This design comes from an exercise in tuning for small area, a short achievable clock period and few clock cycles on the open sky130 flow, not from production work. Where RTL was checked, it was by simulation tests only, not by an equivalence proof against the original.

==> run a: inputs <==
## keyword_tokenizer_unit
module keyword_tokenizer_unit (
  input  logic        clk_i,
  input  logic        rst_ni,
  input  logic        in_valid_i,
  output logic        in_ready_o,
  input  logic [7:0]  char_in_i,
  input  logic        end_of_input_i,
  output logic        out_valid_o,
  input  logic        out_ready_i,
  output logic [4:0]  token_kind_o,
  output logic [31:0] number_value_o,
  output logic [6:0]  text_length_o,
  output logic        is_chunk_o,
  output logic [63:0] text_chunk_o,
  output logic        last_o
);
clock: 7.0 ns
lec_check: 0
abc_clock_period_in_ps: 2500
cap_margin: 20
core_margin: 2
core_utilization: 40
setup_slack_margin: 4.5
slew_margin: 20
run.sh (not shown) runs the stock make flow with config.mk's settings and CLKGATE_MAP_FILE= SYNTH_SCRIPT=/design/flow/synth_recipe.tcl, a recipe that flattens the netlist after the stock synthesis.
==> run b (differences from run a) <==
--- a/flow/design.v
+++ b/flow/design.v
@@ -92,17 +92,17 @@
   input  logic [5:0]  wr_code_i,
   input  logic [2:0]  rd_row_i,
   output logic [47:0] rd_data_o
 );
   logic [5:0] mem_q [64];
   always_ff @(posedge clk_i) begin
     for (int a = 0; a < 64; a++) begin
       if (wr_en_i && wr_addr_i == 6'(a)) begin
-        mem_q[a] <= wr_code_i;
+        mem_q[a] <= (a == 0) ? {1'b0, wr_code_i[4:0]} : wr_code_i;
       end
     end
   end
   always_comb begin
     for (int l = 0; l < 8; l++) begin
       rd_data_o[6*l +: 6] = mem_q[{rd_row_i, 3'(l)}];
     end
   end
@@ -179,17 +179,17 @@
   always_ff @(posedge clk_i or negedge rst_ni) begin
     if (!rst_ni) begin
       valid_q <= 1'b0;
     end else if (free_o) begin
       valid_q <= load_i;
     end
   end
   always_ff @(posedge clk_i) begin
-    if (free_o && load_i) begin
+    if (free_o) begin
       kind_q     <= kind_i;
       num_q      <= num_i;
       len_q      <= len_i;
       is_chunk_q <= is_chunk_i;
       chunk_q    <= chunk_i;
       last_q     <= last_i;
     end
   end
@@ -218,19 +218,22 @@
   output logic [31:0] number_value_o,
   output logic [6:0]  text_length_o,
   output logic        is_chunk_o,
   output logic [63:0] text_chunk_o,
   output logic        last_o
 );
   logic       rdy_q;
   logic       ir_v_q, sk_v_q;
-  logic [8:0] ir_q, sk_q;      
+  logic [8:0] sk_q;           
+  kt_pkg::cls_t ir_q;          
   logic       consume;
   logic       in_fire, ir_free, sk_v_d;
+  logic [8:0] ir_src;
+  assign ir_src     = sk_v_q ? sk_q : {end_of_input_i, char_in_i};
   assign in_ready_o = rdy_q;
   assign in_fire    = in_valid_i && rdy_q;
   assign ir_free    = !ir_v_q || consume;
   assign sk_v_d     = !ir_free && (sk_v_q || in_fire);
   always_ff @(posedge clk_i or negedge rst_ni) begin
     if (!rst_ni) begin
       rdy_q  <= 1'b1;
       ir_v_q <= 1'b0;
@@ -238,29 +241,29 @@
     end else begin
       rdy_q  <= !sk_v_d;
       ir_v_q <= !ir_free || sk_v_q || in_fire;
       sk_v_q <= sk_v_d;
     end
   end
   always_ff @(posedge clk_i) begin
     if (rdy_q) sk_q <= {end_of_input_i, char_in_i};
-    if (ir_free) ir_q <= sk_v_q ? sk_q : {end_of_input_i, char_in_i};
+    if (ir_free) ir_q <= kt_pkg::classify(ir_src[7:0], ir_src[8]);
   end
   logic        m_num_q, m_id_q;    
   logic [31:0] acc_q;              
   logic [6:0]  len_q;              
   logic        sq_ch_q;            
   logic [2:0]  sq_row_q;           
   logic [2:0]  sq_lrow_q;          
   logic [2:0]  sq_llane_q;         
   logic        sq_own_q;           
   logic [4:0]  sq_kind_q;
   kt_pkg::cls_t cls;
-  assign cls = kt_pkg::classify(ir_q[7:0], ir_q[8]);
+  assign cls = ir_q;
   logic out_free;
   logic kw_hit;
   logic [4:0] kw_kind;
   logic cont_num, cont_id, cont, pend, need_out, sym;
   logic end_only, start_id, start_num;
   logic sq_idle, can_out;
   logic wr_ok, act, lex_emit, wr_en;
   assign cont_num  = m_num_q && cls.dig;
@@ -284,39 +287,47 @@
       else if (need_out) act = can_out;
       else if (start_id) act = wr_ok;
       else               act = 1'b1;
     end
   end
   assign consume  = act && !end_only;
   assign lex_emit = act && need_out;
   assign wr_en    = act && (cont_id || start_id);
+  logic       w_v_q;
+  logic [5:0] w_addr_q, w_code_q;
+  always_ff @(posedge clk_i or negedge rst_ni) begin
+    if (!rst_ni) begin
+      w_v_q <= 1'b0;
+    end else begin
+      w_v_q <= wr_en;
+    end
+  end
+  always_ff @(posedge clk_i) begin
+    w_addr_q <= len_q[5:0];
+    w_code_q <= cls.code;
+  end
   always_ff @(posedge clk_i or negedge rst_ni) begin
     if (!rst_ni) begin
       m_num_q <= 1'b0;
       m_id_q  <= 1'b0;
       len_q   <= '0;
     end else if (act) begin
       if (!cont) begin
         m_num_q <= start_num;
         m_id_q  <= start_id;
       end
       if (wr_en)       len_q <= len_q + 7'd1;
       else if (!cont)  len_q <= '0;
     end
   end
-  always_ff @(posedge clk_i or negedge rst_ni) begin
-    if (!rst_ni) begin
-      acc_q <= '0;
-    end else if (act && ((cls.dig && !cont_id) || m_num_q)) begin
-      if (cls.dig && !cont_id) begin
-        acc_q <= {acc_q[28:0], 3'b000} + {acc_q[30:0], 1'b0} + {28'd0, ir_q[3:0]};
-      end else begin
-        acc_q <= '0;
-      end
+  always_ff @(posedge clk_i) begin
+    if (ir_v_q && cls.dig && !cont_id) begin
+      acc_q <= m_num_q ? {acc_q[28:0], 3'b000} + {acc_q[30:0], 1'b0} + {28'd0, cls.code[3:0]}
+                       : {28'd0, cls.code[3:0]};
     end
   end
   logic sq_emit, sq_lastc;
   assign sq_emit  = out_free && !sq_idle;
   assign sq_lastc = (sq_row_q == sq_lrow_q);
   logic [6:0] len_m1;
   assign len_m1 = len_q - 7'd1;
   always_ff @(posedge clk_i or negedge rst_ni) begin
@@ -339,19 +350,19 @@
       sq_kind_q  <= cls.kind;
     end else if (sq_emit && sq_ch_q) begin
       sq_row_q <= sq_row_q + 3'd1;
     end
   end
   logic [47:0] rd_data;
   kt_ident_mem u_mem (
     .clk_i     (clk_i),
-    .wr_en_i   (wr_en),
-    .wr_addr_i (len_q[5:0]),
-    .wr_code_i (cls.code),
+    .wr_en_i   (w_v_q),
+    .wr_addr_i (w_addr_q),
+    .wr_code_i (w_code_q),
     .rd_row_i  (sq_row_q),
     .rd_data_o (rd_data)
   );
   kt_kw_match u_kw (
     .clk_i  (clk_i),
     .rst_ni (rst_ni),
     .upd_i  (wr_en),
     .clr_i  (act && !cont && m_id_q),
@@ -369,17 +380,17 @@
   logic        o_last;
   always_comb begin
     o_kind     = '0;
     o_num      = '0;
     o_len      = '0;
     o_is_chunk = 1'b0;
     o_chunk    = '0;
     o_last     = 1'b1;
-    if (lex_emit) begin
+    if (sq_idle) begin
       o_last = !sym && !(pend && cls.has_tok);
       if (m_num_q) begin
         o_kind = kt_pkg::KIND_NUMBER;
         o_num  = acc_q;
       end else if (m_id_q) begin
         if (kw_hit) begin
           o_kind = kw_kind;
         end else begin
==> flow/flow/run.sh (new file) <==
#!/bin/bash
# Standard layout, with the port buffers made from plain buffers (buf_2) instead of the
# delay cell buffer_ports picks by default. Each tool's output goes to its own log here.
set -euo pipefail
bash standard.sh "BUFFER_PORTS_ARGS=-buffer_cell sky130_fd_sc_hd__buf_2" finish > standard.log 2>&1
==> flow/standard.sh (new file) <==
#!/bin/bash
# synth_recipe.tcl (not shown) runs the flow's synth.tcl, then flattens the netlist and writes it again
# the make line also repeats each setting of config.mk as NAME=value (left out here)
make -C /OpenROAD-flow-scripts/flow DESIGN_CONFIG=/design/flow/config.mk WORK_HOME=/design/flow/orfs CLKGATE_MAP_FILE= SYNTH_SCRIPT=/design/flow/synth_recipe.tcl "${@:-finish}"
Settings changed: SETUP_SLACK_MARGIN 4.5 to 4.0.
removed: flow/run.sh
==> flow_metrics.tcl <==
set metrics [dict create \
    synth_area_leaders "edfxtp_1 62%, dfrtp_1 4.6%, ha_1 3.6%" \
    required_ps 7300 \
    die_x_um 254 \
    period_minus_slack_ps 3330 \
    status "finished clean" \
    skew_ps 30.9 \
    vias 17200 \
]
Source of the figures above: run a

==> flow_metrics.tcl <==
set metrics [dict create \
    period_minus_slack_ps 3030 \
    status "finished clean" \
    required_ps 7360 \
    die_x_um 256 \
    drive_gt1_share_pct 20.1 \
    skew_ps 33.5 \
    vias 15800 \
    synth_area_leaders "edfxtp_1 65%, ha_1 3.5%, mux2_2 3.2%" \
]
Source of the figures above: run b

Testbench counts of run b, summed over its fixed seeds: cycles 24,876.
Only the layout flow was run in run a; the RTL was not checked for function there.

-- what the ideal ports hide --
In the flow no input, the clock included, has a driving cell. The finished layouts below were timed again as built, in two steps. Step 1 sets driving cells, clkbuf_16 on the clock port and buf_2 on the other inputs (assumed; they add their load-dependent delay and slew). Step 2 also shifts input and output timing later by t, the mid clock arrival at the registers, as if the neighbouring blocks saw the same clock. Three values: ideal, step 1, step 2; two values: the first two.
run	shift t [ns]	slack for setup (ns)	cell pins on the clock port's net
run a	0.675	3.667 / 3.667 / 3.299	1
run b	0.686	3.975 / 3.975 / 3.404	1
After both steps setup and hold are still met in every run listed. The setup slack of run b, which loses most, moves by 0.000 ns with the drivers and by -0.571 ns with both steps.
